This design comes from an exercise in tuning for small area, a short achievable clock period and few clock cycles on the open sky130 flow, not from production work. RTL that was checked went through simulation tests only; none was proved equivalent to the original. No functional check of the RTL was part of runs 5 and 6. Power is estimated from default activity; no workload was simulated.

## design.v

```verilog
package psdf_pkg;
    localparam int unsigned CAP_W             = 19;
    localparam int unsigned OUT_DEPTH_DEFAULT = 1;
    localparam logic [CAP_W-1:0] MAX_CAP_RESET = 19'd65535;
endpackage
module pcap_stream_deframer_core
#(
    parameter int unsigned OUT_DEPTH = psdf_pkg::OUT_DEPTH_DEFAULT
)
(
    input  logic             clk,
    input  logic             rst_n,
    input  logic             s_tvalid,
    output logic             s_tready,
    input  logic [7:0]       s_tdata,    
    input  logic             s_tuser,    
    input  logic             s_tlast,    
    output logic             m_tvalid,
    input  logic             m_tready,
    output logic [159:0]     m_tdata,
    output logic [2:0]       m_tuser,    
    output logic             m_tlast,    
    input  logic             cfg_valid,
    output logic             cfg_ready,
    input  logic [psdf_pkg::CAP_W-1:0] cfg_data    
);
    localparam logic [1:0] PH_FILE = 2'd0;
    localparam logic [1:0] PH_REC  = 2'd1;
    localparam logic [1:0] PH_DATA = 2'd2;
    localparam logic [1:0] PH_STOP = 2'd3;
    logic        in_v, sk_v, rdy;
    logic [7:0]  in_b, sk_b;
    logic        in_bv, sk_bv;
    logic        in_eos, sk_eos;
    logic        o_v;
    logic        o_pay;      
    logic        o_stat;     
    logic [3:0]  o_st;
    logic        o_lip;
    logic        o_loi;
    logic [1:0]  ph;
    logic [4:0]  idx;
    logic [1:0]  err;        
    logic        chk;        
    logic        nano;
    logic        gt;
    logic        hinz;
    logic        over_lim;   
    logic        rem_zero;   
    logic        rem_one;    
    logic [18:0] rem;
    logic [18:0] cl;
    logic [18:0] lim;
    logic [31:0] snap;
    logic [31:0] cnt;
    logic [95:0] sr;
    logic [7:0]  pb;
    logic acc, go, pop, bstep;
    logic cl_clr;
    logic [7:0] hd;
    function automatic logic [3:0] hdr_pos(input int k);
        hdr_pos = (k < 8) ? 4'(k) : 4'(k + 4);
    endfunction
    assign s_tready  = rdy;
    assign cfg_ready = 1'b1;
    assign m_tvalid  = o_v;
    assign acc   = s_tvalid && rdy;
    assign go    = in_v && (!o_v || m_tready);
    assign bstep = go && in_bv;
    assign pop   = go && !(in_bv && in_eos);
    assign cl_clr = ph != PH_REC || (!in_bv && in_eos)
                    || (in_bv && idx[3:0] == 4'd15 && (gt || over_lim));
    assign hd     = cl_clr ? 8'd0 : in_b;
    logic        fh_ok;
    logic [1:0]  fh_code;
    logic [1:0]  err_n;
    logic [1:0]  fh_fin;
    logic        rec_last;
    logic [3:0]  rec_st;
    logic        cap_byte;
    logic        res;
    logic        res_pay;
    logic        res_stat;
    logic [3:0]  res_st;
    logic        res_lip;
    logic        res_loi;
    logic [1:0]  ph_n;
    logic [4:0]  idx_n;
    logic        cnt_inc;
    logic        snap_en;
    logic        nano_n;
    always_comb
    begin
        case (idx)
            5'd0:    fh_ok = (in_b == 8'hd4) || (in_b == 8'h4d);
            5'd1:    fh_ok = in_b == (nano ? 8'h3c : 8'hc3);
            5'd2:    fh_ok = in_b == 8'hb2;
            5'd3:    fh_ok = in_b == 8'ha1;
            5'd4:    fh_ok = in_b == 8'h02;
            5'd5:    fh_ok = in_b == 8'h00;
            5'd6:    fh_ok = in_b == 8'h04;
            5'd7:    fh_ok = in_b == 8'h00;
            5'd20:   fh_ok = in_b == 8'h01;
            5'd21:   fh_ok = in_b == 8'h00;
            5'd22:   fh_ok = in_b == 8'h00;
            5'd23:   fh_ok = in_b[1:0] == 2'b00;
            default: fh_ok = 1'b1;
        endcase
        fh_code = idx[4] ? 2'd3 : ((idx[3] || (idx[2] && idx[1:0] != 2'd0)) ? 2'd2 : 2'd1);
        err_n   = (idx != 5'd0 && err == 2'd0 && chk) ? fh_code : err;
        fh_fin  = (err != 2'd0) ? err : ((chk || in_b[1:0] != 2'b00) ? 2'd3 : 2'd0);
        rec_st   = gt ? 4'd4 : (over_lim ? 4'd5 : 4'd0);
        rec_last = idx[3:0] == 4'd15;
        cap_byte = idx[3:2] == 2'b10;
        res      = 1'b0;
        res_pay  = 1'b0;
        res_stat = 1'b1;
        res_st   = 4'd0;
        res_lip  = 1'b0;
        res_loi  = 1'b1;
        ph_n     = ph;
        idx_n    = idx;
        cnt_inc  = 1'b0;
        snap_en  = 1'b0;
        nano_n   = nano;
        if (in_bv)
        begin
            case (ph)
                PH_FILE:
                begin
                    snap_en = idx[4:2] == 3'b100;
                    if (idx == 5'd0)
                        nano_n = in_b == 8'h4d;
                    if (idx == 5'd23)
                    begin
                        idx_n  = 5'd0;
                        nano_n = nano && err != 2'd1;
                        if (fh_fin != 2'd0)
                        begin
                            res    = 1'b1;
                            res_st = {2'b00, fh_fin};
                            ph_n   = PH_STOP;
                        end
                        else
                            ph_n = PH_REC;
                    end
                    else
                        idx_n = idx + 5'd1;
                end
                PH_REC:
                begin
                    snap_en = cap_byte;
                    if (rec_last)
                    begin
                        idx_n = 5'd0;
                        res   = 1'b1;
                        if (rec_st != 4'd0)
                        begin
                            res_st = rec_st;
                            ph_n   = PH_STOP;
                        end
                        else
                        begin
                            res_stat = 1'b0;
                            res_loi  = !in_eos;
                            if (rem_zero)
                            begin
                                res_lip = 1'b1;
                                cnt_inc = 1'b1;
                            end
                            else
                                ph_n = PH_DATA;
                        end
                    end
                    else
                        idx_n = idx + 5'd1;
                end
                PH_DATA:
                begin
                    res      = 1'b1;
                    res_pay  = 1'b1;
                    res_stat = 1'b0;
                    res_loi  = !in_eos;
                    if (rem_one)
                    begin
                        res_lip = 1'b1;
                        cnt_inc = 1'b1;
                        ph_n    = PH_REC;
                    end
                end
                default:
                begin
                end
            endcase
        end
        else if (in_eos && ph != PH_STOP)
        begin
            res  = 1'b1;
            ph_n = PH_STOP;
            case (ph)
                PH_FILE:
                begin
                    res_st = 4'd6;
                    nano_n = 1'b0;
                end
                PH_REC:  res_st = (idx != 5'd0) ? 4'd7 : 4'd9;
                default: res_st = 4'd8;
            endcase
        end
    end
    always_ff @(posedge clk or negedge rst_n)
    begin
        if (!rst_n)
        begin
            in_v <= 1'b0;
            sk_v <= 1'b0;
            rdy  <= 1'b1;
            o_v  <= 1'b0;
            ph   <= PH_FILE;
            idx  <= 5'd0;
            err  <= 2'd0;
            nano <= 1'b0;
            cnt  <= 32'd0;
            lim  <= psdf_pkg::MAX_CAP_RESET;
        end
        else
        begin
            if (pop)
            begin
                in_v <= sk_v || acc;
                sk_v <= 1'b0;
                rdy  <= 1'b1;
            end
            else if (acc)
            begin
                if (in_v)
                begin
                    sk_v <= 1'b1;
                    rdy  <= 1'b0;
                end
                else
                    in_v <= 1'b1;
            end
            if (go)
                o_v <= res;
            else if (m_tready)
                o_v <= 1'b0;
            if (go)
            begin
                ph   <= ph_n;
                idx  <= idx_n;
                nano <= nano_n;
                if (ph == PH_FILE && in_bv)
                    err <= err_n;
                if (cnt_inc)
                    cnt <= cnt + 32'd1;
            end
            if (cfg_valid)
                lim <= cfg_data;
        end
    end
    always_ff @(posedge clk)
    begin
        if (pop)
        begin
            if (sk_v)
            begin
                in_b   <= sk_b;
                in_bv  <= sk_bv;
                in_eos <= sk_eos;
            end
            else
            begin
                in_b   <= s_tdata;
                in_bv  <= s_tuser;
                in_eos <= s_tlast;
            end
        end
        else
        begin
            if (go)
                in_bv <= 1'b0;
            if (acc && !in_v)
            begin
                in_b   <= s_tdata;
                in_bv  <= s_tuser;
                in_eos <= s_tlast;
            end
        end
        if (acc && in_v && !pop)
        begin
            sk_b   <= s_tdata;
            sk_bv  <= s_tuser;
            sk_eos <= s_tlast;
        end
        if (go)
        begin
            o_pay  <= res_pay;
            o_stat <= res_stat;
            o_st   <= res_st;
            o_lip  <= res_lip;
            o_loi  <= res_loi;
        end
        if (go)
        begin
            for (int k = 0; k < 12; k++)
                if (cl_clr || (ph == PH_REC && in_bv && idx[3:0] == hdr_pos(k)))
                    sr[8*k +: 8] <= hd;
            pb <= (ph == PH_DATA && in_bv) ? in_b : 8'd0;
            if (cl_clr || (ph == PH_REC && in_bv && idx[3:0] == 4'd8))
                cl[7:0]   <= hd;
            if (cl_clr || (ph == PH_REC && in_bv && idx[3:0] == 4'd9))
                cl[15:8]  <= hd;
            if (cl_clr || (ph == PH_REC && in_bv && idx[3:0] == 4'd10))
                cl[18:16] <= hd[2:0];
        end
        if (bstep && snap_en)
            snap <= {(ph == PH_FILE) ? in_b : snap[7:0], snap[31:8]};
        if (bstep && ph == PH_REC && cap_byte)
        begin
            gt <= (in_b > snap[7:0]) || (in_b == snap[7:0] && gt && idx[1:0] != 2'd0);
            case (idx[1:0])
                2'd0: rem[7:0]   <= in_b;
                2'd1: rem[15:8]  <= in_b;
                2'd2:
                begin
                    rem[18:16] <= in_b[2:0];
                    hinz       <= in_b[7:3] != 5'd0;
                end
                default: hinz <= hinz || (in_b != 8'd0);
            endcase
        end
        if (bstep && ph == PH_DATA)
            rem <= rem - 19'd1;
        if (bstep && ph == PH_FILE)
            chk <= !fh_ok;
        rem_one <= (bstep && ph == PH_DATA) ? (rem == 19'd2) : (rem == 19'd1);
        over_lim <= hinz || (rem > lim);
        rem_zero <= rem == 19'd0;
    end
    assign m_tdata = {cnt, o_st, cl, sr[95:64], nano, sr[63:32], sr[31:0], pb};
    assign m_tuser = {o_loi, o_stat, o_pay};
    assign m_tlast = o_lip;
endmodule
```

## flow/run.sh

```bash
#!/bin/bash
# The standard layout (standard.sh: the standard flow's synthesis and ORFS flow, with
# config.mk's settings), with one change: the port buffers that ORFS puts
# on every input and output are buf_2 cells instead of the cell buffer_ports
# picks by itself.
set -euo pipefail
export BUFFER_PORTS_ARGS="-buffer_cell sky130_fd_sc_hd__buf_2"
bash standard.sh > standard_flow.log 2>&1
```

## standard.sh

```bash
#!/bin/bash
# synth_recipe.tcl (not shown) runs the flow's synth.tcl, then flattens the netlist and writes it again
# the make line also repeats each setting of config.mk as NAME=value (left out here)
make -C /OpenROAD-flow-scripts/flow DESIGN_CONFIG=/design/flow/config.mk WORK_HOME=/design/flow/orfs CLKGATE_MAP_FILE= SYNTH_SCRIPT=/design/flow/synth_recipe.tcl "${@:-finish}"
```

## config.mk

```make
export PLATFORM = sky130hd
export DESIGN_NAME = pcap_stream_deframer_core
export DESIGN_NICKNAME = pcap_stream_deframer_core
export VERILOG_FILES = /design/flow/design.v
export SDC_FILE = /design/flow/constraint.sdc
export NUM_CORES = 4
export LEC_CHECK = 0
export CAP_MARGIN = 20
export CORE_MARGIN = 2
export CORE_UTILIZATION = 40
export CTS_CLUSTER_DIAMETER = 80
export CTS_CLUSTER_SIZE = 30
export SETUP_SLACK_MARGIN = 3.35
export SLEW_MARGIN = 20
export TNS_END_PERCENT = 100
```

## constraint.sdc

```tcl
create_clock -name core_clock -period 5.5 [get_ports {clk}]
set_input_delay 1.1000 -clock core_clock [delete_from_list [all_inputs] [get_ports {clk}]]
set_output_delay 1.1000 -clock core_clock [all_outputs]
set_load 0.01 [all_outputs]
```

==> key figures, run 1 <==
Pwr
  • Pint: about 2800 uW
  • Sw Pwr: 764 uW
  • Clock power frac: approximately 36%
  • Switching share of total power: roughly a fifth
  • P_leak: 0.00594 uW
  • Gate power share: around 1.9%
  • Pwr Density: 242 nW/um^2
  • Worst IR Drop VDD: approximately 0.19 mV
  • Seq pwr share: 61.6%

Routing
  • Avg WL per Cell: around 18 um
  • Via count: ~8000
  • Vias/cell: between 5 and 6
  • DRC viols: 0
  • Initial DRT Pass Iterations: 5
  • Post-Route WL: around 28000 um
  • Initial DRC Count: ~640
  • Post-route ant nets: 0

Yosys
  • Syn_area_per_cell: between 10 and 15 sq um
  • Commonest cells in the netlist: edfxtp_1 (205), nand2_1 (76), o21ai_0 (52)
  • Share of the synthesized area in the top cell type: about 53%
  • Ys Warns: 1
  • Mapped Area: about 12000 sq um
  • Post-synthesis cell type count: 64
  • Async SR Flop Fraction: 23.8%
  • Dominant cells by area after synthesis: edfxtp_1 (53%), dfrtp_1 (10%), ha_1 (4.5%)
  • Post-synth EDFFs: about 210
  • Syn Nets: around 950
  • Mapped Cells: 876
  • Area leader, netlist: edfxtp_1
  • FF+latch count, synth: roughly 270
  • Main synth FF type: edfxtp_1
  • Sequential cell area fraction in the yosys report: 67.6%
  • Most common cell in the netlist: edfxtp_1

CTS
  • Clock latency on the worst-skew pair: approximately 0.52 ns
  • Root Driver: clkbuf_16
  • CTS tree: built
  • H-Tree Depth: 1
  • Clock buffer depth: 3
  • Hold bufs inserted after CTS: 0
  • Total clock sinks: between 200 and 300
  • Clock-pin slew of the registers on the worst-case setup and hold paths: around 0.11 ns
  • Cts bufs inserted: 15

Critical path
  • WS Path Type: reg -> out
  • Crit path largest cell delay: roughly 0.55 ns
  • Setup crit end kind: primary output
  • Startpoint types: flip-flop
  • WP data required: around 4.4 ns
  • Crit Path Max Fanout: 2
  • Crit-path leading delay family: flip-flops
  • Crit-path cells: buf_6
  • Critical path's slowest cell: dfstp_2
  • WP buf/inv: 1
  • CP arrival: between 1 and 1.5 ns
  • Worst reg-to-reg setup slack: between 3 and 4 ns

Floorplanning
  • CORE AREA: ~29000 sq um
  • Die W: between 150 and 200 um
  • Die area: 30500 sq um
  • Initial Util: 40.6%
  • Die Span Y: about 170 um
  • Cell Rows: 62
  • Io pins: roughly 200

Placed design
  • DP Worst Slack: around 2.2 ns
  • RePlAce Congestion: between 0.8 and 0.9
  • Post-DP HPWL: roughly 18000 um
  • Port buffer count: approximately 200
  • Cell Area, Placed: ~13000 sq um

STA
  • Fmax: between 0.4 and 0.5 GHz
  • Setup TNS: 0 ns
  • RSZ-0062 raised after global routing: yes
  • Worst Slack Setup Final: roughly 3.2 ns
  • Slew margin rel.: between 40% and 50%
  • Max Clock Skew: 0.0269 ns
  • Final Hold Viols: 0
  • Tcrit/Tclk final: between 40% and 50%
  • Count of pins over their slew limit: 0
  • Min Tclk post-route: ~2.3 ns
  • Hold slack: around 0.42 ns
  • Final setup vio count: 0
  • Worst Tran Pin Value: between 0.8 and 0.9 ns

GRT
  • Overflow after GRT: 0
  • Largest net degree at the start of global routing: 66
  • Initial antenna violation count: 0
  • First-pass GRT wire length: 42900 um
  • Vias in the first global route: roughly 7400
  • Total Routing Usage GR: between 15 and 20%

Final layout
  • Design area: between 10000 and 15000 sq um
  • Share of layout cells above drive strength 1: roughly 40%
  • Multi-input gate area: 3960 sq um
  • Reg area: 7880 sq um
  • Antenna Cells: 0
  • Area delta synth->final: 27.7%
  • Fin nets: around 1200
  • Fillcell total: approximately 2500

Hold path
  • Worst min-delay path class: reg -> reg

Run status
  • Status: finished clean

Flow run
  • Max cap viols: 0
[path summary, 6_finish.rpt]
kind | endpoint | start | cells past startpoint
hold / removal | snap[18] | snap[26] | 0
min in group asynchronous | lim[17] | rst_n | 2
setup reg to reg | sr[64] | idx[0] | 9
hold reg to reg | snap[18] | snap[26] | 0
setup / recovery | s_tready | rdy | 1
max in group asynchronous | cnt[0] | rst_n | 2
[cells by family after synthesis]
| group | share of synthesized area [%] |
|---|---|
| mux | 1.70 |
| fa+ha+maj | 4.51 |
| flops | 67.6 |
| simple gates | 11.3 |
| xor+xnor | 3.54 |
| compound gates | 8.30 |
| other cells | 0.0322 |
| buf+inv | 3.04 |
[power groups by stage]
| stage | Sequential [uW] | Clock, uW | Combinational (uW) |
|---|---|---|---|
| after global routing | 2220 | 1410 | 82.7 |
| after floorplan | 2260 | 0 | 38.6 |
| after detailed placement | 2260 | 0 | 70.6 |
| after CTS | 2210 | 1340 | 71.3 |
| after global placement | 2260 | 0 | 68.4 |
| final | 2210 | 1310 | 69.6 |
[cell usage in the layout, fill, tap and decap left out, types with 8 or more instances in the layout]
cell type	instances
nand4_1	17
xor2_1	16
nand2_1	65
nor2_1	40
nand3_1	21
clkbuf_16	15
buf_4	93
nor3_1	11
nand2_2	8
mux2_2	14
and3_1	13
a21o_4	13
dfrtp_2	10
ha_1	35
dfstp_2	17
a21oi_1	35
a21o_1	13
inv_1	41
buf_6	16
buf_2	188
edfxtp_1	205
o21ai_0	50
dfrtp_1	37
xnor2_1	29
[state kept, by name, indices dropped and copies added (netlist names), 2 cells and up]
signal	flops
cl	19
cnt	32
err	2
idx	5
in_b	8
lim	19
o_st	4
pb	8
ph	2
rem	19
sk_b	8
snap	32
sr	96
[routing by layer]
layer	wire length (um)	track usage (%)	share of wire, %	vias to the layer above
met5	0	0	0	-
met4	330	3.06	1.2	0
met3	1820	2.48	6.4	29
met2	13000	28.4	46	297
met1	13300	26.7	47	3919
li1	-	-	-	3741
[final cells by class]
cell class                 instances  area share [%]
inverter                          46            1.30
timing repair inverter             1          0.0589
timing repair buffer             298            12.3
tap                              384            3.23
multi-input combinational        519            26.6
clock buffer                      15            2.53
clock inverter                    10           0.909
sequential                       273            53.0
[what timing repair did]
| item | CTS | global route |
|---|---|---|
| resized for setup | 91 | 47 |
| endpoints found under the setup margin | 452 | 371 |
| gates cloned | 3 | 0 |
| pin swaps | 8 | 14 |
| setup buffers | 58 | 36 |
[metrics by stage]
step,util (%),total power [uW],cells
floorplan,-,2300,876
finish,51.8,3590,1546
detailed placement,45.6,2330,1424
global placement,45.6,2330,1424
CTS,50.1,3630,1510
global route,51.8,3710,1546
Testbench counts, summed over its fixed seeds: cycles 241,439.
==> run 2: changes to the inputs <==
--- a/config.mk
+++ b/config.mk
@@ -10,6 +10,6 @@
 export CORE_UTILIZATION = 40
 export CTS_CLUSTER_DIAMETER = 80
 export CTS_CLUSTER_SIZE = 30
-export SETUP_SLACK_MARGIN = 3.35
+export SETUP_SLACK_MARGIN = 3.2
 export SLEW_MARGIN = 20
 export TNS_END_PERCENT = 100
==> key figures, run 2 <==
Yosys
  • Mapped Area: 11600 sq um (unchanged)
  • Commonest cells in the netlist: edfxtp_1 (205), nand2_1 (76), o21ai_0 (52) (unchanged)
  • Dominant cells by area after synthesis: edfxtp_1 (53%), dfrtp_1 (10%), ha_1 (4.5%) (unchanged)
  • Post-Synth XOR/XNOR Area: 3.54% (unchanged)
  • Mux cell area share after synthesis: 1.70% (unchanged)
  • Largest family of logic cells by synthesized area: simple AND/OR/NAND/NOR gates (unchanged)
  • Post-synthesis cell type count: 64 (unchanged)
  • FF+latch count, synth: 273 (unchanged)
  • Async SR Flop Fraction: 23.8% (unchanged)
  • Share of the synthesized area in the top cell type: 52.9% (unchanged)
  • Sequential cell area fraction in the yosys report: 67.6% (unchanged)
  • Syn Nets: 952 (unchanged)
  • Post-synth EDFFs: 205 (unchanged)
  • Complex-gate fraction of the synthesized area: 8.30% (unchanged)
  • Synth Area in Simple Gates: 11.3% (unchanged)
  • Most common cell in the netlist: edfxtp_1 (unchanged)
  • Mapped Cells: 876 (unchanged)
  • Ys Warns: 1 (unchanged)
  • Synth Area in Adders: 4.51% (unchanged)
  • Syn_area_per_cell: 13.3 sq um (unchanged)
  • Area leader, netlist: edfxtp_1 (unchanged)
  • Main synth FF type: edfxtp_1 (unchanged)

Critical path
  • WP data required: 4.40 ns (about the same)
  • Startpoint types: flip-flop (unchanged)
  • Critical path's slowest cell: dfstp_2 (unchanged)
  • Crit Path Max Fanout: 2 (unchanged)
  • Setup crit end kind: primary output (unchanged)
  • WS Path Type: reg -> out (unchanged)
  • Crit path largest cell delay: 0.55 ns (about the same)
  • CP arrival: 1.16 ns (about the same)
  • Crit-path cells: buf_6 (unchanged)
  • Crit-path leading delay family: flip-flops (unchanged)
  • WP buf/inv: 1 (unchanged)

CTS
  • CTS tree: built (unchanged)
  • Clock buffer depth: 3 (unchanged)
  • Root Driver: clkbuf_16 (unchanged)
  • Hold bufs inserted after CTS: 0 (unchanged)
  • Clock-pin slew of the registers on the worst-case setup and hold paths: 0.12 ns (was 0.11 ns)
  • Clock latency on the worst-skew pair: 0.53 ns (was 0.52 ns)
  • Total clock sinks: 273 (unchanged)
  • Cts bufs inserted: 15 (unchanged)
  • H-Tree Depth: 1 (unchanged)

Final layout
  • Largest register by flop count: sr (unchanged)
  • Non-Filler Instances: 1486 (was 1546)
  • Fin nets: 1169 (was 1230)
  • Antenna Cells: 0 (unchanged)
  • Area delta synth->final: 22.1% (was 27.7%)
  • Share of layout cells above drive strength 1: 33.8% (was 39.5%)
  • Most frequent cells in the layout: edfxtp_1 (205), buf_2 (198), nand2_1 (69) (was edfxtp_1 (205), buf_2 (188), buf_4 (93))
  • Most common cell after layout, fill and taps aside: edfxtp_1 (unchanged)
  • Top flop regs: sr: 96 flops, cnt: 32 flops, snap: 32 flops (unchanged)
  • Design area: 14200 sq um (was 14900 sq um)
  • Max FFs per register: 96 (unchanged)

Pwr
  • Worst IR Drop VDD: 0.165 mV (was 0.191 mV)
  • Pwr Density: 250 nW/um^2 (was 242 nW/um^2)
  • P_leak: 0.00559 uW (was 0.00594 uW)
  • Final Power: 3550 uW (was 3590 uW)

Routing
  • Avg WL per Cell: 18.2 um (was 18.4 um)
  • WL met3: 1920 um (was 1820 um)
  • Post-Route WL: 27100 um (was 28500 um)
  • DRC viols: 0 (unchanged)
  • Initial DRC Count: 619 (was 635)
  • Max layer used: met4 (unchanged)
  • Vias/cell: 5.13 (was 5.17)
  • Met1 wire length: 12700 um (was 13300 um)
  • Post-route ant nets: 0 (unchanged)
  • Met2 routed WL: 12100 um (was 13000 um)
  • Initial DRT Pass Iterations: 5 (unchanged)
  • Via count: 7624 (was 7986)

STA
  • Fmax: 0.442 GHz (about the same)
  • Setup TNS: 0 ns (unchanged)
  • Min Tclk post-route: 2.26 ns (about the same)
  • Tcrit/Tclk final: 41.2% (was 41.1%)
  • Hold slack: 0.411 ns (was 0.416 ns)
  • Count of pins over their slew limit: 0 (unchanged)
  • Slew margin rel.: 42.6% (was 41.8%)
  • Final Hold Viols: 0 (unchanged)
  • Worst Tran Pin Value: 0.860 ns (was 0.873 ns)
  • Final setup vio count: 0 (unchanged)
  • RSZ-0062 raised after global routing: yes (unchanged)
  • Max Clock Skew: 0.0286 ns (was 0.0269 ns)

Placed design
  • Cell Area, Placed: 13000 sq um (was 13100 sq um)
  • RePlAce Congestion: 0.804 (was 0.818)
  • DP Cell Count: 1424 (unchanged)
  • Port buffer count: 199 (unchanged)
  • Post-DP HPWL: 18100 um (was 18000 um)

GRT
  • Vias in the first global route: 7146 (was 7445)
  • Overflow after GRT: 0 (unchanged)
  • Total Routing Usage GR: 17.3% (was 17.9%)
  • First-pass GRT wire length: 41500 um (was 42900 um)
  • Largest net degree at the start of global routing: 66 (unchanged)
  • Initial antenna violation count: 0 (unchanged)

Floorplanning
  • CORE AREA: 28700 sq um (unchanged)
  • Die W: 175 um (unchanged)
  • Cell Rows: 62 (unchanged)
  • Die area: 30500 sq um (unchanged)
  • Die Span Y: 175 um (unchanged)
  • Io pins: 201 (unchanged)
  • Initial Util: 40.6% (unchanged)

Flow run
  • Max cap viols: 0 (unchanged)

Run status
  • Status: finished clean (unchanged)

Hold path
  • Worst min-delay path class: reg -> reg (unchanged)
==> run 2: cell count changes in the layout (fill, tap and decap cells not counted), moves of 3 or more <==
| cell | before | now |
|---|---|---|
| buf_2 | 188 | 198 |
| buf_4 | 93 | 33 |
| buf_6 | 16 | 3 |
| dfrtp_1 | 37 | 43 |
| dfrtp_2 | 10 | 4 |
| nand2_1 | 65 | 69 |
| nand2_2 | 8 | 5 |
| nor2_1 | 40 | 44 |
| nor2_2 | 4 | 1 |
==> run 2: stage by stage <==
step / setup slack [ns] / util [%]
final: 3.24 / 49.5
after global routing: 3.14 / 49.5
after CTS: 3.17 / 49.0
after detailed placement: 2.18 / 45.5
after global placement: 2.20 / 45.5
after floorplan: 2.79 / -
==> run 2: final cells by class <==
type                       instances  area [sq um]
clock buffer                      17           383
clock inverter                     9           114
fill                            2573         14500
inverter                          46           185
multi-input combinational        518          3810
sequential                       273          7870
tap                              384           480
timing repair buffer             238          1360
timing repair inverter             1          8.76
==> run 2: where the power goes <==
part	internal (uW)	switching (uW)	leakage (uW)	total [uW]
clock	549	719	0.000236	1270
sequential	2210	3.13	0.00258	2210
combinational	28.4	39.7	0.00278	68.1
total	2790	762	0.00559	3550
==> run 2: timing repair <==
item / CTS / global route
buffers inserted: 27 / 7
setup endpoints to repair: 341 / 266
resized for setup: 65 / 29
pin swaps: 6 / 3
cloned: 1 / 1
==> run 2: layer usage <==
metal / vias to the layer above / track usage [%]
met3: 26 / 2.70
met5: - / 0
met2: 290 / 26.7
met1: 3677 / 25.9
li1: 3631 / -
met4: 0 / 3.96
==> run 2: cell families after synthesis <==
family / Yosys count
compound gates: 154
other cells: 1
xor+xnor: 47
flops: 273
buf+inv: 85
mux: 18
simple gates: 256
fa+ha+maj: 42
==> run 2: path summary, 6_finish.rpt <==
path / cells after the start / startpoint / slack, ns / to
min in group asynchronous: 2 / rst_n / 0.75 / idx[4]
setup / recovery: 1 / rdy / 3.24 / s_tready
hold / removal: 0 / snap[18] / 0.41 / snap[10]
hold reg to reg: 0 / snap[18] / 0.41 / snap[10]
setup reg to reg: 10 / idx[0] / 3.27 / sr[9]
max in group asynchronous: 2 / rst_n / 4.11 / cnt[0]
==> run 3: changes to the inputs <==
--- a/config.mk
+++ b/config.mk
@@ -10,6 +10,7 @@
 export CORE_UTILIZATION = 40
 export CTS_CLUSTER_DIAMETER = 80
 export CTS_CLUSTER_SIZE = 30
+export PLACE_DENSITY = 0.8
 export SETUP_SLACK_MARGIN = 3.2
 export SLEW_MARGIN = 20
 export TNS_END_PERCENT = 100
==> key figures, run 3 <==
Routing
  • Post-Route WL: 27600 um (was 27100 um)
  • Avg WL per Cell: 18.5 um (was 18.2 um)
  • Post-route ant nets: 0 (unchanged)
  • Initial DRT Pass Iterations: 5 (unchanged)
  • Initial DRC Count: 773 (was 619)
  • Vias/cell: 5.25 (was 5.13)
  • DRC viols: 0 (unchanged)
  • Via count: 7821 (was 7624)

GRT
  • First-pass GRT wire length: 42300 um (was 41500 um)
  • Total Routing Usage GR: 17.7% (was 17.3%)
  • Overflow after GRT: 0 (unchanged)
  • Initial antenna violation count: 0 (unchanged)
  • Vias in the first global route: 7543 (was 7146)
  • Largest net degree at the start of global routing: 41 (was 66)

STA
  • Setup TNS: 0 ns (unchanged)
  • Count of pins over their slew limit: 0 (unchanged)
  • Max Clock Skew: 0.0234 ns (was 0.0286 ns)
  • Min Tclk post-route: 2.27 ns (was 2.26 ns)
  • Slew margin rel.: 39.8% (was 42.6%)
  • Final Hold Viols: 0 (unchanged)
  • Final setup vio count: 0 (unchanged)
  • Worst Slack Setup Final: 3.23 ns (was 3.24 ns)
  • Tcrit/Tclk final: 41.2% (about the same)
  • Worst Tran Pin Value: 0.903 ns (was 0.860 ns)
  • Fmax: 0.441 GHz (was 0.442 GHz)
  • RSZ-0062 raised after global routing: yes (unchanged)

Critical path
  • Crit-path leading delay family: flip-flops (unchanged)
  • Crit-path cells: buf_2 (was buf_6)
  • R2r endpoint: cnt[28] (was sr[9])
  • Crit path largest cell delay: 0.54 ns (was 0.55 ns)
  • WP buf/inv: 1 (unchanged)
  • FF-to-FF path depth: 8 (was 10)
  • Worst reg-to-reg setup slack: 3.29 ns (was 3.27 ns)
  • WP data required: 4.40 ns (about the same)
  • Startpoint types: flip-flop (unchanged)
  • CP arrival: 1.17 ns (was 1.16 ns)
  • Worst r2r src: ph[1] (was idx[0])
  • Setup crit end kind: primary output (unchanged)
  • Crit Path Max Fanout: 2 (unchanged)
  • Critical path's slowest cell: dfstp_2 (unchanged)
  • WS Path Type: reg -> out (unchanged)

Final layout
  • Fillcell total: 2466 (was 2573)
  • Max FFs per register: 96 (unchanged)
  • Fin nets: 1175 (was 1169)
  • Antenna Cells: 0 (unchanged)
  • Area delta synth->final: 21.9% (was 22.1%)
  • Most frequent cells in the layout: edfxtp_1 (205), buf_2 (199), nand2_1 (69) (was edfxtp_1 (205), buf_2 (198), nand2_1 (69))
  • Top flop regs: sr: 96 flops, cnt: 32 flops, snap: 32 flops (unchanged)
  • Most common cell after layout, fill and taps aside: edfxtp_1 (unchanged)
  • Share of layout cells above drive strength 1: 33.2% (was 33.8%)
  • Largest register by flop count: sr (unchanged)
  • Multi-input gate area: 3780 sq um (was 3810 sq um)
  • Reg area: 7870 sq um (about the same)

Yosys
  • Post-synth EDFFs: 205 (unchanged)
  • Ys Warns: 1 (unchanged)
  • Area leader, netlist: edfxtp_1 (unchanged)
  • Dominant cells by area after synthesis: edfxtp_1 (53%), dfrtp_1 (10%), ha_1 (4.5%) (unchanged)
  • Syn_area_per_cell: 13.3 sq um (unchanged)
  • FF+latch count, synth: 273 (unchanged)
  • Async SR Flop Fraction: 23.8% (unchanged)
  • Most common cell in the netlist: edfxtp_1 (unchanged)
  • Sequential cell area fraction in the yosys report: 67.6% (unchanged)
  • Share of the synthesized area in the top cell type: 52.9% (unchanged)
  • Main synth FF type: edfxtp_1 (unchanged)
  • Post-synthesis cell type count: 64 (unchanged)
  • Mapped Area: 11600 sq um (unchanged)
  • Mapped Cells: 876 (unchanged)
  • Syn Nets: 952 (unchanged)
  • Commonest cells in the netlist: edfxtp_1 (205), nand2_1 (76), o21ai_0 (52) (unchanged)

Placed design
  • Post-DP HPWL: 18800 um (was 18100 um)
  • Port buffer count: 199 (unchanged)
  • DP Worst Slack: 2.18 ns (about the same)
  • RePlAce Congestion: 0.838 (was 0.804)

Floorplanning
  • Die W: 175 um (unchanged)
  • Die Span Y: 175 um (unchanged)
  • Cell Rows: 62 (unchanged)
  • Die area: 30500 sq um (unchanged)
  • Initial Util: 40.6% (unchanged)
  • CORE AREA: 28700 sq um (unchanged)
  • Io pins: 201 (unchanged)

Pwr
  • Switching share of total power: 20.8% (was 21.5%)
  • Gate power share: 2.0% (was 1.9%)
  • Pwr Density: 252 nW/um^2 (was 250 nW/um^2)
  • Clock power frac: 36.1% (was 35.7%)
  • Seq pwr share: 62.0% (was 62.4%)
  • Worst IR Drop VDD: 0.229 mV (was 0.165 mV)
  • P_leak: 0.00561 uW (was 0.00559 uW)
  • Pint: 2830 uW (was 2790 uW)
  • Sw Pwr: 743 uW (was 762 uW)

CTS
  • Clock-pin slew of the registers on the worst-case setup and hold paths: 0.11 ns (was 0.12 ns)
  • Total clock sinks: 273 (unchanged)
  • Cts bufs inserted: 15 (unchanged)
  • CTS tree: built (unchanged)
  • Clock latency on the worst-skew pair: 0.50 ns (was 0.53 ns)
  • Root Driver: clkbuf_16 (unchanged)
  • Clock buffer depth: 3 (unchanged)
  • H-Tree Depth: 1 (unchanged)

Hold path
  • Min-Delay Endpoint: snap[10] (unchanged)
  • Hold path depth: 0 (unchanged)
  • Min-delay src: snap[18] (unchanged)
  • Worst min-delay path class: reg -> reg (unchanged)

Run status
  • Status: finished clean (unchanged)

Flow run
  • Max cap viols: 0 (unchanged)
-- run 3: metrics by stage --
stage                     total power, uW  cells  instance area, sq um  util, %  hold slack, ns
after floorplan                      2300    876                 11700        -           0.400
after global placement               2330   1424                 13000     45.5           0.401
after detailed placement             2330   1424                 13000     45.5           0.405
after CTS                            3600   1470                 13900     48.6           0.429
after global routing                 3680   1490                 14200     49.4           0.432
final                                3570   1490                 14200     49.4           0.428
-- run 3: repair_timing --
action,CTS,global route
hold buffers,0,0
endpoints found under the setup margin,339,202
setup buffers,21,19
resized for setup,57,23
pin swaps,5,6
cloned,1,1
-- run 3: routing by layer --
layer	vias to the layer above	track usage, %	share of wire, %
li1	3646	-	-
met1	3744	24.6	43
met2	385	29.2	47
met3	46	2.87	7.5
met4	0	4.20	2.1
met5	-	0	0
-- run 3: worst max-delay path by stage --
stage                     depth (start not counted)  slack (ns)     start       end
after floorplan                                   5        2.79  m_tready   snap[0]
after global placement                            8        2.21  m_tready    rem[2]
after detailed placement                          8        2.18  m_tready    rem[2]
after CTS                                         9        3.17    idx[1]    cl[10]
after global routing                              9        3.19  m_tready    idx[0]
final                                             1        3.23       rdy  s_tready
-- run 3: cell type report --
class	count	area share, %
multi-input combinational	518	26.7
inverter	46	1.33
clock buffer	16	2.67
clock inverter	8	0.900
tap	384	3.39
sequential	273	55.5
timing repair inverter	1	0.0617
timing repair buffer	244	9.48
-- run 3: power by group through the flow --
stage / Sequential (uW) / Clock [uW] / Combinational [uW]
finish: 2210 / 1290 / 70.7
global route: 2220 / 1380 / 84.1
CTS: 2220 / 1310 / 72.7
detailed placement: 2260 / 0 / 71.8
global placement: 2260 / 0 / 67.8
floorplan: 2260 / 0 / 38.6
-- run 3: logic make-up after synthesis --
logic type / Yosys count / synth area share, %
adder cells (fa/ha/maj): 42 / 4.51
other: 1 / 0.0322
AND/OR/NAND/NOR: 256 / 11.3
buffers and inverters: 85 / 3.04
multiplexers: 18 / 1.70
AO/OA/AOI/OAI: 154 / 8.30
flip-flops: 273 / 67.6
XOR/XNOR: 47 / 3.54
==> run 4: changes to the inputs <==
==> flow/run.sh (replaced) <==
#!/bin/bash
# The standard layout (standard.sh: the standard flow's synthesis and ORFS flow, with
# config.mk's settings), with one change: the port buffers that ORFS puts
# on every input and output are buf_1 cells instead of the cell buffer_ports
# picks by itself.
set -euo pipefail
export BUFFER_PORTS_ARGS="-buffer_cell sky130_fd_sc_hd__buf_1"
bash standard.sh > standard_flow.log 2>&1
--- a/config.mk
+++ b/config.mk
@@ -10,7 +10,6 @@
 export CORE_UTILIZATION = 40
 export CTS_CLUSTER_DIAMETER = 80
 export CTS_CLUSTER_SIZE = 30
-export PLACE_DENSITY = 0.8
 export SETUP_SLACK_MARGIN = 3.2
 export SLEW_MARGIN = 20
 export TNS_END_PERCENT = 100
==> key figures, run 4 <==
STA
  • Final Hold Viols: 0 (unchanged)
  • Slew margin rel.: 42.1% (was 39.8%)
  • Min Tclk post-route: 2.30 ns (was 2.27 ns)
  • Count of pins over their slew limit: 0 (unchanged)
  • Final setup vio count: 0 (unchanged)
  • Max Clock Skew: 0.0369 ns (was 0.0234 ns)
  • Setup TNS: 0 ns (unchanged)
  • Tcrit/Tclk final: 41.8% (was 41.2%)
  • RSZ-0062 raised after global routing: yes (unchanged)
  • Worst Tran Pin Value: 0.868 ns (was 0.903 ns)
  • Fmax: 0.435 GHz (was 0.441 GHz)

Yosys
  • Share of the synthesized area in the top cell type: 52.9% (unchanged)
  • FF+latch count, synth: 273 (unchanged)
  • Sequential cell area fraction in the yosys report: 67.6% (unchanged)
  • Post-synth EDFFs: 205 (unchanged)
  • Area leader, netlist: edfxtp_1 (unchanged)
  • Most common cell in the netlist: edfxtp_1 (unchanged)
  • Main synth FF type: edfxtp_1 (unchanged)
  • Ys Warns: 1 (unchanged)
  • Mapped Area: 11600 sq um (unchanged)
  • Post-synthesis cell type count: 64 (unchanged)
  • Syn Nets: 952 (unchanged)
  • Syn_area_per_cell: 13.3 sq um (unchanged)
  • Dominant cells by area after synthesis: edfxtp_1 (53%), dfrtp_1 (10%), ha_1 (4.5%) (unchanged)
  • Commonest cells in the netlist: edfxtp_1 (205), nand2_1 (76), o21ai_0 (52) (unchanged)
  • Mapped Cells: 876 (unchanged)
  • Async SR Flop Fraction: 23.8% (unchanged)

Critical path
  • Crit-path cells: buf_1, nand2b_4, nand2_4, inv_12, nand3_4, nor3b_4, buf_4, buf_4, nand2_1, nand2_1 (was buf_2)
  • CP arrival: 2.52 ns (was 1.17 ns)
  • WP data required: 5.72 ns (was 4.40 ns)
  • Critical Path Sink: rem[16] (was s_tready)
  • Setup crit end kind: flip-flop (was primary output)
  • FF-to-FF path depth: 9 (was 8)
  • Crit Path Max Fanout: 11 (was 2)
  • Worst r2r src: idx[0] (was ph[1])
  • Crit path from: m_tready (was rdy)
  • Crit path largest cell delay: 0.22 ns (was 0.54 ns)
  • WS Path Type: in -> reg (was reg -> out)
  • Critical path's slowest cell: nor3b_4 (was dfstp_2)
  • Worst reg-to-reg setup slack: 3.29 ns (about the same)
  • Startpoint types: input pin (was flip-flop)
  • R2r endpoint: cl[17] (was cnt[28])

Pwr
  • Pwr Density: 257 nW/um^2 (was 252 nW/um^2)
  • Seq pwr share: 62.2% (was 62.0%)
  • Pint: 2790 uW (was 2830 uW)
  • P_leak: 0.00495 uW (was 0.00561 uW)
  • Switching share of total power: 21.7% (was 20.8%)
  • Sw Pwr: 772 uW (was 743 uW)
  • Clock power frac: 36.0% (was 36.1%)
  • Final Power: 3560 uW (was 3570 uW)
  • Worst IR Drop VDD: 0.257 mV (was 0.229 mV)
  • Gate power share: 1.9% (was 2.0%)

Routing
  • Post-route ant nets: 0 (unchanged)
  • Initial DRT Pass Iterations: 5 (unchanged)
  • Post-Route WL: 27500 um (was 27600 um)
  • Avg WL per Cell: 18.6 um (was 18.5 um)
  • Via count: 7706 (was 7821)
  • DRC viols: 0 (unchanged)
  • Vias/cell: 5.19 (was 5.25)
  • Initial DRC Count: 610 (was 773)

Final layout
  • Area delta synth->final: 19.3% (was 21.9%)
  • Non-Filler Instances: 1484 (was 1490)
  • Fillcell total: 2608 (was 2466)
  • Fin nets: 1167 (was 1175)
  • Post-layout util: 48.4% (was 49.4%)
  • Top flop regs: sr: 96 flops, cnt: 32 flops, snap: 32 flops (unchanged)
  • Max FFs per register: 96 (unchanged)
  • Most frequent cells in the layout: edfxtp_1 (205), buf_1 (197), nand2_1 (70) (was edfxtp_1 (205), buf_2 (199), nand2_1 (69))
  • Largest register by flop count: sr (unchanged)
  • Most common cell after layout, fill and taps aside: edfxtp_1 (unchanged)
  • Share of layout cells above drive strength 1: 15.4% (was 33.2%)
  • Antenna Cells: 0 (unchanged)

Floorplanning
  • Die W: 175 um (unchanged)
  • Die Span Y: 175 um (unchanged)
  • Die area: 30500 sq um (unchanged)
  • Io pins: 201 (unchanged)
  • Cell Rows: 62 (unchanged)
  • Initial Util: 40.6% (unchanged)
  • CORE AREA: 28700 sq um (unchanged)

CTS
  • Clock latency on the worst-skew pair: 0.53 ns (was 0.50 ns)
  • CTS tree: built (unchanged)
  • Cts bufs inserted: 15 (unchanged)
  • Root Driver: clkbuf_16 (unchanged)
  • Clock-pin slew of the registers on the worst-case setup and hold paths: 0.10 ns (was 0.11 ns)
  • Total clock sinks: 273 (unchanged)
  • Clock buffer depth: 3 (unchanged)
  • H-Tree Depth: 1 (unchanged)
  • Hold bufs inserted after CTS: 0 (unchanged)

Placed design
  • DP Cell Count: 1425 (was 1424)
  • RePlAce Congestion: 0.798 (was 0.838)
  • Post-DP HPWL: 18200 um (was 18800 um)
  • Port buffer count: 199 (unchanged)

GRT
  • Total Routing Usage GR: 17.6% (was 17.7%)
  • Overflow after GRT: 0 (unchanged)
  • Initial antenna violation count: 0 (unchanged)
  • Largest net degree at the start of global routing: 66 (was 41)
  • Vias in the first global route: 7192 (was 7543)
  • First-pass GRT wire length: 42400 um (was 42300 um)

Flow run
  • Max cap viols: 0 (unchanged)

Hold path
  • Worst min-delay path class: reg -> reg (unchanged)

Run status
  • Status: finished clean (unchanged)
run 4: cell counts after synthesis:
No cell type changed its count.
run 4: metrics by stage:
stage               area, sq um  worst slack, ns  hold slack [ns]
global route              13900             3.13            0.439
detailed placement        12800             2.23            0.405
global placement          12800             2.24            0.401
finish                    13900             3.20            0.412
floorplan                 11700             2.79            0.400
CTS                       13800             3.16            0.416
run 4: power groups by stage:
stage	clock network [uW]	logic (uW)	registers [uW]
after global routing	1380	80.1	2220
after floorplan	0	38.6	2260
after CTS	1320	68.9	2210
final	1280	66.7	2210
after global placement	0	65.7	2260
after detailed placement	0	68.3	2260
run 4: layer usage:
metal	share of wire [%]	global-route usage [%]	vias up
met5	0	0	-
met2	45	27.3	299
li1	-	-	3624
met1	46	26.5	3753
met4	1.6	3.06	0
met3	7.2	3.15	30
run 4: critical path, delay by kind of cell:
kind / cells / cell delay (ns)
buffers and inverters: 4 / 0.56
and+or+nand+nor: 6 / 0.85
run 4: how the worst min path moves through the flow:
stage	startpoint	cells after the start	slack [ns]	endpoint
2_1_floorplan	snap[8]	0	0.40	snap[0]
3_5_place_dp	snap[22]	0	0.40	snap[14]
3_3_place_gp	snap[11]	0	0.40	snap[3]
4_1_cts	snap[22]	0	0.42	snap[14]
6_report	snap[22]	0	0.41	snap[14]
5_1_grt	snap[25]	0	0.44	snap[17]
run 4: cell type report:
class,count,area (sq um),area share (%)
timing repair inverter,1,8.76,0.0631
inverter,46,185,1.33
multi-input combinational,518,3780,27.3
clock inverter,8,113,0.811
sequential,273,7880,56.7
tap,384,480,3.46
timing repair buffer,236,1050,7.55
clock buffer,18,387,2.79
run 4: logic make-up after synthesis:
kind of cell    count (synthesis)  synth area share [%]
compound gates                154                  8.30
xor+xnor                       47                  3.54
simple gates                  256                  11.3
buf+inv                        85                  3.04
other cells                     1                0.0322
mux                            18                  1.70
flops                         273                  67.6
fa+ha+maj                      42                  4.51
run 4: what timing repair did:
item | in CTS | in global routing
pin swaps | 6 | 5
buffers inserted | 26 | 5
setup endpoints to repair | 341 | 289
gates resized for setup | 66 | 24
cloned | 1 | 1
==> run 5: changes to the inputs <==
--- a/design.v
+++ b/design.v
@@ -35,6 +35,7 @@
     logic        o_v;
     logic        o_pay;      
     logic        o_stat;     
+    logic        o_hdr;      
     logic [3:0]  o_st;
     logic        o_lip;
     logic        o_loi;
@@ -49,14 +50,13 @@
     logic        rem_zero;   
     logic        rem_one;    
     logic [18:0] rem;
-    logic [18:0] cl;
     logic [18:0] lim;
     logic [31:0] snap;
     logic [31:0] cnt;
     logic [95:0] sr;
     logic [7:0]  pb;
     logic acc, go, pop, bstep;
-    logic cl_clr;
+    logic hdr_clr;
     logic [7:0] hd;
     function automatic logic [3:0] hdr_pos(input int k);
         hdr_pos = (k < 8) ? 4'(k) : 4'(k + 4);
@@ -68,9 +68,9 @@
     assign go    = in_v && (!o_v || m_tready);
     assign bstep = go && in_bv;
     assign pop   = go && !(in_bv && in_eos);
-    assign cl_clr = ph != PH_REC || (!in_bv && in_eos)
+    assign hdr_clr = ph != PH_REC || (!in_bv && in_eos)
                     || (in_bv && idx[3:0] == 4'd15 && (gt || over_lim));
-    assign hd     = cl_clr ? 8'd0 : in_b;
+    assign hd     = hdr_clr ? 8'd0 : in_b;
     logic        fh_ok;
     logic [1:0]  fh_code;
     logic [1:0]  err_n;
@@ -297,6 +297,7 @@
         begin
             o_pay  <= res_pay;
             o_stat <= res_stat;
+            o_hdr  <= !res_pay && !res_stat;
             o_st   <= res_st;
             o_lip  <= res_lip;
             o_loi  <= res_loi;
@@ -304,15 +305,9 @@
         if (go)
         begin
             for (int k = 0; k < 12; k++)
-                if (cl_clr || (ph == PH_REC && in_bv && idx[3:0] == hdr_pos(k)))
+                if (hdr_clr || (ph == PH_REC && in_bv && idx[3:0] == hdr_pos(k)))
                     sr[8*k +: 8] <= hd;
             pb <= (ph == PH_DATA && in_bv) ? in_b : 8'd0;
-            if (cl_clr || (ph == PH_REC && in_bv && idx[3:0] == 4'd8))
-                cl[7:0]   <= hd;
-            if (cl_clr || (ph == PH_REC && in_bv && idx[3:0] == 4'd9))
-                cl[15:8]  <= hd;
-            if (cl_clr || (ph == PH_REC && in_bv && idx[3:0] == 4'd10))
-                cl[18:16] <= hd[2:0];
         end
         if (bstep && snap_en)
             snap <= {(ph == PH_FILE) ? in_b : snap[7:0], snap[31:8]};
@@ -338,7 +333,7 @@
         over_lim <= hinz || (rem > lim);
         rem_zero <= rem == 19'd0;
     end
-    assign m_tdata = {cnt, o_st, cl, sr[95:64], nano, sr[63:32], sr[31:0], pb};
+    assign m_tdata = {cnt, o_st, rem & {19{o_hdr}}, sr[95:64], nano, sr[63:32], sr[31:0], pb};
     assign m_tuser = {o_loi, o_stat, o_pay};
     assign m_tlast = o_lip;
 endmodule
==> flow/run.sh (replaced) <==
#!/bin/bash
# The standard layout (standard.sh: the standard flow's synthesis and ORFS flow, with
# config.mk's settings), with one change: the port buffers that ORFS puts
# on every input and output are buf_2 cells instead of the cell buffer_ports
# picks by itself.
set -euo pipefail
export BUFFER_PORTS_ARGS="-buffer_cell sky130_fd_sc_hd__buf_2"
bash standard.sh > standard_flow.log 2>&1
--- a/config.mk
+++ b/config.mk
@@ -8,8 +8,8 @@
 export CAP_MARGIN = 20
 export CORE_MARGIN = 2
 export CORE_UTILIZATION = 40
-export CTS_CLUSTER_DIAMETER = 80
-export CTS_CLUSTER_SIZE = 30
+export CTS_CLUSTER_DIAMETER = 70
+export CTS_CLUSTER_SIZE = 25
 export SETUP_SLACK_MARGIN = 3.2
 export SLEW_MARGIN = 20
 export TNS_END_PERCENT = 100
==> key figures, run 5 <==
STA
  • Fmax: 0.400 GHz (was 0.435 GHz)
  • Worst Tran Pin Value: 0.874 ns (was 0.868 ns)
  • Tcrit/Tclk final: 45.4% (was 41.8%)
  • Slew margin rel.: 41.7% (was 42.1%)
  • Max Clock Skew: 0.0141 ns (was 0.0369 ns)
  • Worst Slack Setup Final: 3.00 ns (was 3.20 ns)
  • RSZ-0062 raised after global routing: yes (unchanged)
  • Setup TNS: 0 ns (unchanged)
  • Final Hold Viols: 0 (unchanged)
  • Count of pins over their slew limit: 0 (unchanged)
  • Final setup vio count: 0 (unchanged)
  • Min Tclk post-route: 2.50 ns (was 2.30 ns)

GRT
  • M1 GR Usage: 25.3% (was 26.5%)
  • Vias in the first global route: 7233 (was 7192)
  • Busiest layer in global routing: met2 (unchanged)
  • Overflow after GRT: 0 (unchanged)
  • Global-route met3 utilization: 2.44% (was 3.15%)
  • Total Routing Usage GR: 17.9% (was 17.6%)
  • First-pass GRT wire length: 41200 um (was 42400 um)
  • GRT met2 Usage: 29.1% (was 27.3%)
  • Largest net degree at the start of global routing: 66 (unchanged)
  • Initial antenna violation count: 0 (unchanged)

Pwr
  • Worst IR Drop VDD: 0.199 mV (was 0.257 mV)
  • Sw Pwr: 740 uW (was 772 uW)
  • Clock power frac: 39.6% (was 36.0%)
  • Seq pwr share: 58.4% (was 62.2%)
  • Pwr Density: 249 nW/um^2 (was 257 nW/um^2)
  • Switching share of total power: 20.9% (was 21.7%)
  • P_leak: 0.00573 uW (was 0.00495 uW)
  • Gate power share: 2.0% (was 1.9%)
  • Pint: 2800 uW (was 2790 uW)

Run status
  • Status: finished clean (unchanged)

Critical path
  • WP data required: 4.40 ns (was 5.72 ns)
  • WS Path Type: reg -> out (was in -> reg)
  • Worst r2r src: idx[0] (unchanged)
  • Critical Path Sink: m_tdata[119] (was rem[16])
  • Critical path's slowest cell: edfxtp_1 (was nor3b_4)
  • FF-to-FF path depth: 8 (was 9)
  • Crit path from: o_hdr (was m_tready)
  • Startpoint types: flip-flop (was input pin)
  • Crit path largest cell delay: 0.42 ns (was 0.22 ns)
  • Setup crit end kind: primary output (was flip-flop)
  • CP arrival: 1.40 ns (was 2.52 ns)
  • Crit Path Max Fanout: 19 (was 11)
  • Worst reg-to-reg setup slack: 3.25 ns (was 3.29 ns)
  • Crit-path cells: buf_12, and2_1, buf_2 (was buf_1, nand2b_4, nand2_4, inv_12, nand3_4, nor3b_4, buf_4, buf_4, nand2_1, nand2_1)
  • R2r endpoint: chk (was cl[17])

Flow run
  • Max cap viols: 0 (unchanged)

Placed design
  • Port buffer count: 199 (unchanged)
  • DP Worst Slack: 2.26 ns (was 2.23 ns)
  • Cell Area, Placed: 12700 sq um (was 12800 sq um)
  • RePlAce Congestion: 0.835 (was 0.798)
  • Post-DP HPWL: 18100 um (was 18200 um)

CTS
  • Total clock sinks: 255 (was 273)
  • Hold bufs inserted after CTS: 0 (unchanged)
  • H-Tree Depth: 1 (unchanged)
  • Root Driver: clkbuf_16 (unchanged)
  • Clock-pin slew of the registers on the worst-case setup and hold paths: 0.08 ns (was 0.10 ns)
  • Clock latency on the worst-skew pair: 0.50 ns (was 0.53 ns)
  • Clock buffer depth: 3 (unchanged)
  • Cts bufs inserted: 18 (was 15)
  • CTS tree: built (unchanged)

Yosys
  • Synth Area in Simple Gates: 13.9% (was 11.3%)
  • Post-synthesis cell type count: 58 (was 64)
  • Main synth FF type: edfxtp_1 (unchanged)
  • Sequential cell area fraction in the yosys report: 65.1% (was 67.6%)
  • Post-Synth XOR/XNOR Area: 3.81% (was 3.54%)
  • Most common cell in the netlist: edfxtp_1 (unchanged)
  • Syn_area_per_cell: 12.4 sq um (was 13.3 sq um)
  • Dominant cells by area after synthesis: edfxtp_1 (50%), dfrtp_1 (11%), ha_1 (4.7%) (was edfxtp_1 (53%), dfrtp_1 (10%), ha_1 (4.5%))
  • Share of the synthesized area in the top cell type: 49.9% (was 52.9%)
  • Syn Nets: 980 (was 952)
  • Synth Area in Adders: 4.67% (was 4.51%)
  • Ys Warns: 1 (unchanged)
  • Post-synth EDFFs: 187 (was 205)
  • Mapped Cells: 904 (was 876)
  • Largest family of logic cells by synthesized area: simple AND/OR/NAND/NOR gates (unchanged)
  • Area leader, netlist: edfxtp_1 (unchanged)
  • FF+latch count, synth: 255 (was 273)
  • Async SR Flop Fraction: 25.5% (was 23.8%)
  • Complex-gate fraction of the synthesized area: 7.33% (was 8.30%)
  • Commonest cells in the netlist: edfxtp_1 (187), nand2_1 (97), a21oi_1 (54) (was edfxtp_1 (205), nand2_1 (76), o21ai_0 (52))
  • Mux cell area share after synthesis: 1.76% (was 1.70%)
  • Mapped Area: 11200 sq um (was 11600 sq um)

Final layout
  • Most frequent cells in the layout: buf_2 (198), edfxtp_1 (187), nand2_1 (87) (was edfxtp_1 (205), buf_1 (197), nand2_1 (70))
  • Fillcell total: 2394 (was 2608)
  • Design area: 14200 sq um (was 13900 sq um)
  • Largest register by flop count: sr (unchanged)
  • Area delta synth->final: 26.1% (was 19.3%)
  • Max FFs per register: 96 (unchanged)
  • Most common cell after layout, fill and taps aside: buf_2 (was edfxtp_1)
  • Fin nets: 1217 (was 1167)
  • Antenna Cells: 0 (unchanged)
  • Top flop regs: sr: 96 flops, cnt: 32 flops, snap: 32 flops (unchanged)
  • Share of layout cells above drive strength 1: 35.2% (was 15.4%)

Floorplanning
  • CORE AREA: 27700 sq um (was 28700 sq um)
  • Die area: 29500 sq um (was 30500 sq um)
  • Io pins: 201 (unchanged)
  • Initial Util: 40.6% (about the same)
  • Die W: 172 um (was 175 um)
  • Die Span Y: 172 um (was 175 um)
  • Cell Rows: 61 (was 62)

Routing
  • Initial DRC Count: 617 (was 610)
  • Vias/cell: 5.10 (was 5.19)
  • Initial DRT Pass Iterations: 5 (unchanged)
  • Via count: 7803 (was 7706)
  • Post-route ant nets: 0 (unchanged)
  • Avg WL per Cell: 17.9 um (was 18.6 um)
  • DRC viols: 0 (unchanged)
  • Post-Route WL: 27400 um (was 27500 um)

Hold path
  • Worst min-delay path class: reg -> reg (unchanged)
-- run 5: metal layers --
layer	routed length, um	part of all wire [%]
met1	12100	44
met2	12900	47
met3	1890	6.9
met4	543	2.0
met5	0	0
-- run 5: metrics by stage --
| step | hold WS, ns | std cells | power [uW] | utilization [%] |
|---|---|---|---|---|
| after floorplan | 0.400 | 904 | 2150 | - |
| after global placement | 0.403 | 1437 | 2180 | 45.7 |
| after detailed placement | 0.405 | 1437 | 2180 | 45.7 |
| after CTS | 0.425 | 1504 | 3580 | 50.0 |
| after global routing | 0.431 | 1530 | 3660 | 51.2 |
| final | 0.424 | 1530 | 3540 | 51.2 |
-- run 5: final cells by class --
type | instances | area, sq um | area share (%)
Sequential cell | 255 | 7330 | 51.7
Timing Repair inverter | 1 | 5.00 | 0.0353
Multi-Input combinational cell | 561 | 4030 | 28.4
Tap cell | 378 | 473 | 3.33
Clock buffer | 19 | 475 | 3.35
Timing Repair Buffer | 258 | 1550 | 10.9
Clock inverter | 12 | 144 | 1.01
Inverter | 46 | 176 | 1.24
-- run 5: critical path: cells and delay by family, from the launching register on --
kind                   cells  cell delay (ns)
and+or+nand+nor            1             0.16
buffers and inverters      2             0.31
DFF                        1             0.42
-- run 5: worst min-delay path by stage --
stage               cells after the start  slack, ns  startpoint  endpoint
finish                                  0       0.42    snap[19]  snap[11]
global placement                        0       0.40    snap[18]  snap[10]
CTS                                     0       0.43    snap[19]  snap[11]
detailed placement                      0       0.40    snap[19]  snap[11]
floorplan                               0       0.40     snap[8]   snap[0]
global route                            0       0.43    snap[12]   snap[4]
-- run 5: cell families (layout without fill, tap and decap cells) --
family                     after synthesis  after routing
DFF                                    255            255
xor gates and xnor gates                49             49
muxes                                   18             18
AOI/OAI and AO/OA                      143            144
other                                    1              1
buffers and inverters                   91            336
adders and majority gates               42             42
and+or+nand+nor                        305            307
-- run 5: repair_timing --
item / in CTS / in global routing
setup buffers: 34 / 24
cloned: 2 / 2
setup endpoints to repair: 345 / 230
pin swaps: 16 / 15
resized for setup: 61 / 16
-- run 5: power groups by stage --
stage | combinational [uW] | sequential, uW | clock [uW]
2_1_floorplan | 38.9 | 2110 | 0
3_3_place_gp | 70.2 | 2110 | 0
3_5_place_dp | 71.9 | 2110 | 0
4_1_cts | 72.8 | 2070 | 1440
5_1_grt | 84.2 | 2070 | 1510
6_report | 70.5 | 2070 | 1400
==> run 6: changes to the inputs <==
--- a/config.mk
+++ b/config.mk
@@ -8,8 +8,8 @@
 export CAP_MARGIN = 20
 export CORE_MARGIN = 2
 export CORE_UTILIZATION = 40
-export CTS_CLUSTER_DIAMETER = 70
-export CTS_CLUSTER_SIZE = 25
+export CTS_CLUSTER_DIAMETER = 80
+export CTS_CLUSTER_SIZE = 30
 export SETUP_SLACK_MARGIN = 3.2
 export SLEW_MARGIN = 20
 export TNS_END_PERCENT = 100
==> key figures, run 6 <==
Run status
  • Status: finished clean (unchanged)

GRT
  • Initial antenna violation count: 0 (unchanged)
  • Largest net degree at the start of global routing: 66 (unchanged)
  • Vias in the first global route: 7162 (was 7233)
  • First-pass GRT wire length: 41000 um (was 41200 um)
  • Total Routing Usage GR: 17.8% (was 17.9%)
  • Overflow after GRT: 0 (unchanged)

Pwr
  • Worst IR Drop VDD: 0.190 mV (was 0.199 mV)
  • Pwr Density: 241 nW/um^2 (was 249 nW/um^2)
  • P_leak: 0.00565 uW (was 0.00573 uW)

Routing
  • Initial DRC Count: 640 (was 617)
  • Vias/cell: 5.07 (was 5.10)
  • Initial DRT Pass Iterations: 7 (was 5)
  • Post-Route WL: 27300 um (was 27400 um)
  • Avg WL per Cell: 17.9 um (about the same)
  • Via count: 7721 (was 7803)
  • Post-route ant nets: 0 (unchanged)
  • DRC viols: 0 (unchanged)

CTS
  • Cts bufs inserted: 15 (was 18)
  • Clock-pin slew of the registers on the worst-case setup and hold paths: 0.11 ns (was 0.08 ns)
  • Clock buffer depth: 3 (unchanged)
  • Total clock sinks: 255 (unchanged)
  • CTS tree: built (unchanged)
  • H-Tree Depth: 1 (unchanged)
  • Clock latency on the worst-skew pair: 0.52 ns (was 0.50 ns)
  • Hold bufs inserted after CTS: 0 (unchanged)
  • Root Driver: clkbuf_16 (unchanged)

Floorplanning
  • Die W: 172 um (unchanged)
  • Io pins: 201 (unchanged)
  • Cell Rows: 61 (unchanged)
  • Die Span Y: 172 um (unchanged)
  • CORE AREA: 27700 sq um (unchanged)
  • Initial Util: 40.6% (unchanged)
  • Die area: 29500 sq um (unchanged)

Critical path
  • WS Path Type: reg -> out (unchanged)
  • WP depth: 3 (unchanged)
  • Crit-path cells: buf_12, and2_1, buf_2 (unchanged)
  • Critical path's slowest cell: edfxtp_1 (unchanged)
  • Crit path from: o_hdr (unchanged)
  • Crit-path leading delay family: flip-flops (unchanged)
  • CP arrival: 1.42 ns (was 1.40 ns)
  • Crit Path Max Fanout: 19 (unchanged)
  • R2r endpoint: cnt[22] (was chk)
  • Worst reg-to-reg setup slack: 3.26 ns (was 3.25 ns)
  • WP data required: 4.40 ns (about the same)
  • Startpoint types: flip-flop (unchanged)
  • Crit path largest cell delay: 0.44 ns (was 0.42 ns)
  • WP buf/inv: 2 (unchanged)
  • FF-to-FF path depth: 8 (unchanged)
  • Critical Path Sink: m_tdata[119] (unchanged)
  • Worst r2r src: ph[1] (was idx[0])
  • Setup crit end kind: primary output (unchanged)

Yosys
  • Most common cell in the netlist: edfxtp_1 (unchanged)
  • FF+latch count, synth: 255 (unchanged)
  • Area leader, netlist: edfxtp_1 (unchanged)
  • Syn Nets: 980 (unchanged)
  • Ys Warns: 1 (unchanged)
  • Post-synth EDFFs: 187 (unchanged)
  • Mapped Area: 11200 sq um (unchanged)
  • Commonest cells in the netlist: edfxtp_1 (187), nand2_1 (97), a21oi_1 (54) (unchanged)
  • Post-synthesis cell type count: 58 (unchanged)
  • Syn_area_per_cell: 12.4 sq um (unchanged)
  • Sequential cell area fraction in the yosys report: 65.1% (unchanged)
  • Mapped Cells: 904 (unchanged)
  • Share of the synthesized area in the top cell type: 49.9% (unchanged)
  • Async SR Flop Fraction: 25.5% (unchanged)
  • Dominant cells by area after synthesis: edfxtp_1 (50%), dfrtp_1 (11%), ha_1 (4.7%) (unchanged)
  • Main synth FF type: edfxtp_1 (unchanged)

Final layout
  • Share of layout cells above drive strength 1: 35.3% (was 35.2%)
  • Most frequent cells in the layout: buf_2 (198), edfxtp_1 (187), nand2_1 (87) (unchanged)
  • Fin nets: 1214 (was 1217)
  • Top flop regs: sr: 96 flops, cnt: 32 flops, snap: 32 flops (unchanged)
  • Most common cell after layout, fill and taps aside: buf_2 (unchanged)
  • Area delta synth->final: 25.1% (was 26.1%)
  • Antenna Cells: 0 (unchanged)
  • Largest register by flop count: sr (unchanged)
  • Fillcell total: 2416 (was 2394)
  • Max FFs per register: 96 (unchanged)

STA
  • Slew margin rel.: 42.4% (was 41.7%)
  • Worst Slack Setup Final: 2.98 ns (was 3.00 ns)
  • Worst Tran Pin Value: 0.864 ns (was 0.874 ns)
  • Min Tclk post-route: 2.52 ns (was 2.50 ns)
  • Tcrit/Tclk final: 45.7% (was 45.4%)
  • Final setup vio count: 0 (unchanged)
  • Setup TNS: 0 ns (unchanged)
  • RSZ-0062 raised after global routing: yes (unchanged)
  • Final Hold Viols: 0 (unchanged)
  • Fmax: 0.397 GHz (was 0.400 GHz)
  • Count of pins over their slew limit: 0 (unchanged)
  • Max Clock Skew: 0.0478 ns (was 0.0141 ns)

Placed design
  • RePlAce Congestion: 0.835 (unchanged)
  • Port buffer count: 199 (unchanged)
  • DP Worst Slack: 2.26 ns (unchanged)
  • Post-DP HPWL: 18100 um (unchanged)

Flow run
  • Max cap viols: 0 (unchanged)

Hold path
  • Hold path depth: 0 (unchanged)
  • Worst min-delay path class: reg -> reg (unchanged)
run 6: cell counts after synthesis:
No cell type changed its count.
run 6: kinds of logic after synthesis:
group                      share of synthesized area [%]
and+or+nand+nor                                     13.9
xor gates and xnor gates                            3.81
AOI/OAI and AO/OA                                   7.33
buffers and inverters                               3.38
muxes                                               1.76
adders and majority gates                           4.67
DFF                                                 65.1
other                                             0.0333
run 6: how the worst min path moves through the flow:
| stage | start | end | slack [ns] |
|---|---|---|---|
| after floorplan | snap[8] | snap[0] | 0.40 |
| after global placement | snap[18] | snap[10] | 0.40 |
| after detailed placement | snap[19] | snap[11] | 0.40 |
| after CTS | snap[12] | snap[4] | 0.38 |
| after global routing | snap[12] | snap[4] | 0.38 |
| final | snap[12] | snap[4] | 0.38 |
run 6: layer usage:
| metal | vias to the layer above | track usage (%) | share of wire [%] |
|---|---|---|---|
| li1 | 3703 | - | - |
| met1 | 3726 | 25.5 | 45 |
| met2 | 256 | 28.8 | 47 |
| met3 | 36 | 2.37 | 6.0 |
| met4 | 0 | 4.42 | 2.0 |
| met5 | - | 0 | 0 |
run 6: metrics by stage:
step	utilization [%]	power [uW]	hold slack [ns]	area [sq um]	instances
after floorplan	-	2150	0.400	11400	904
after global placement	45.7	2180	0.403	12700	1437
after detailed placement	45.7	2180	0.405	12700	1437
after CTS	49.5	3430	0.377	13700	1492
after global routing	50.8	3510	0.377	14100	1523
final	50.8	3390	0.379	14100	1523
run 6: where the power goes:
| group | internal [uW] | switching (uW) |
|---|---|---|
| Combinational | 29.0 | 41.4 |
| Clock | 551 | 698 |
| Sequential | 2060 | 3.08 |
run 6: timing repair:
action,CTS,global route
pin swaps,13,13
gates resized for setup,57,19
endpoints found under the setup margin,346,245
cloned,2,1
setup buffers,29,30
run 6: layout make-up:
class	count	area (sq um)	share of cell area (%)
clock buffers	15	375	2.67
clock inverters	9	131	0.933
inverters	46	176	1.25
multi-input cells	560	4030	28.6
flip-flops and latches	255	7330	52.1
well taps	378	473	3.36
repair buffers	259	1550	11.0
repair inverters	1	5.00	0.0356

-- port drivers added, routing unchanged --
No port has a modelled driver above. Below, the same layouts with a new extraction and two added sets of constraints.
Step 1 sets driving cells, clkbuf_16 on the clock port and buf_2 on the other inputs (assumed; they add their load-dependent delay and slew).
Step 2 moves the port delays by t, midway between the first and last clock arrival at a register: inputs arrive t later, outputs are due t later. That takes back most of the time a late clock gives input paths.
a / b / c = no drivers / after step 1 / after step 2; a / b = the first two.
run	t (ns)	setup slack, ns	worst setup path after step 2	latest minus earliest clock arrival (ns)	pins driven straight from the clock port
run 1	0.551	3.238 / 3.189 / 2.851	input to register	0.028 / 0.028	1
run 2	0.555	3.236 / 3.187 / 2.744	input to register	0.037 / 0.037	1
run 3	0.542	3.235 / 3.185 / 2.737	input to register	0.024 / 0.024	1
run 4	0.554	3.202 / 3.185 / 2.673	input to register	0.037 / 0.036	1
run 5	0.540	3.003 / 2.958 / 2.790	input to register	0.015 / 0.015	1
run 6	0.538	2.984 / 2.942 / 2.777	input to register	0.048 / 0.049	1
After both steps setup and hold are still met in every run listed. For run 4, which loses most, drivers alone change the setup slack by -0.017 ns; drivers and shift together by -0.529 ns.
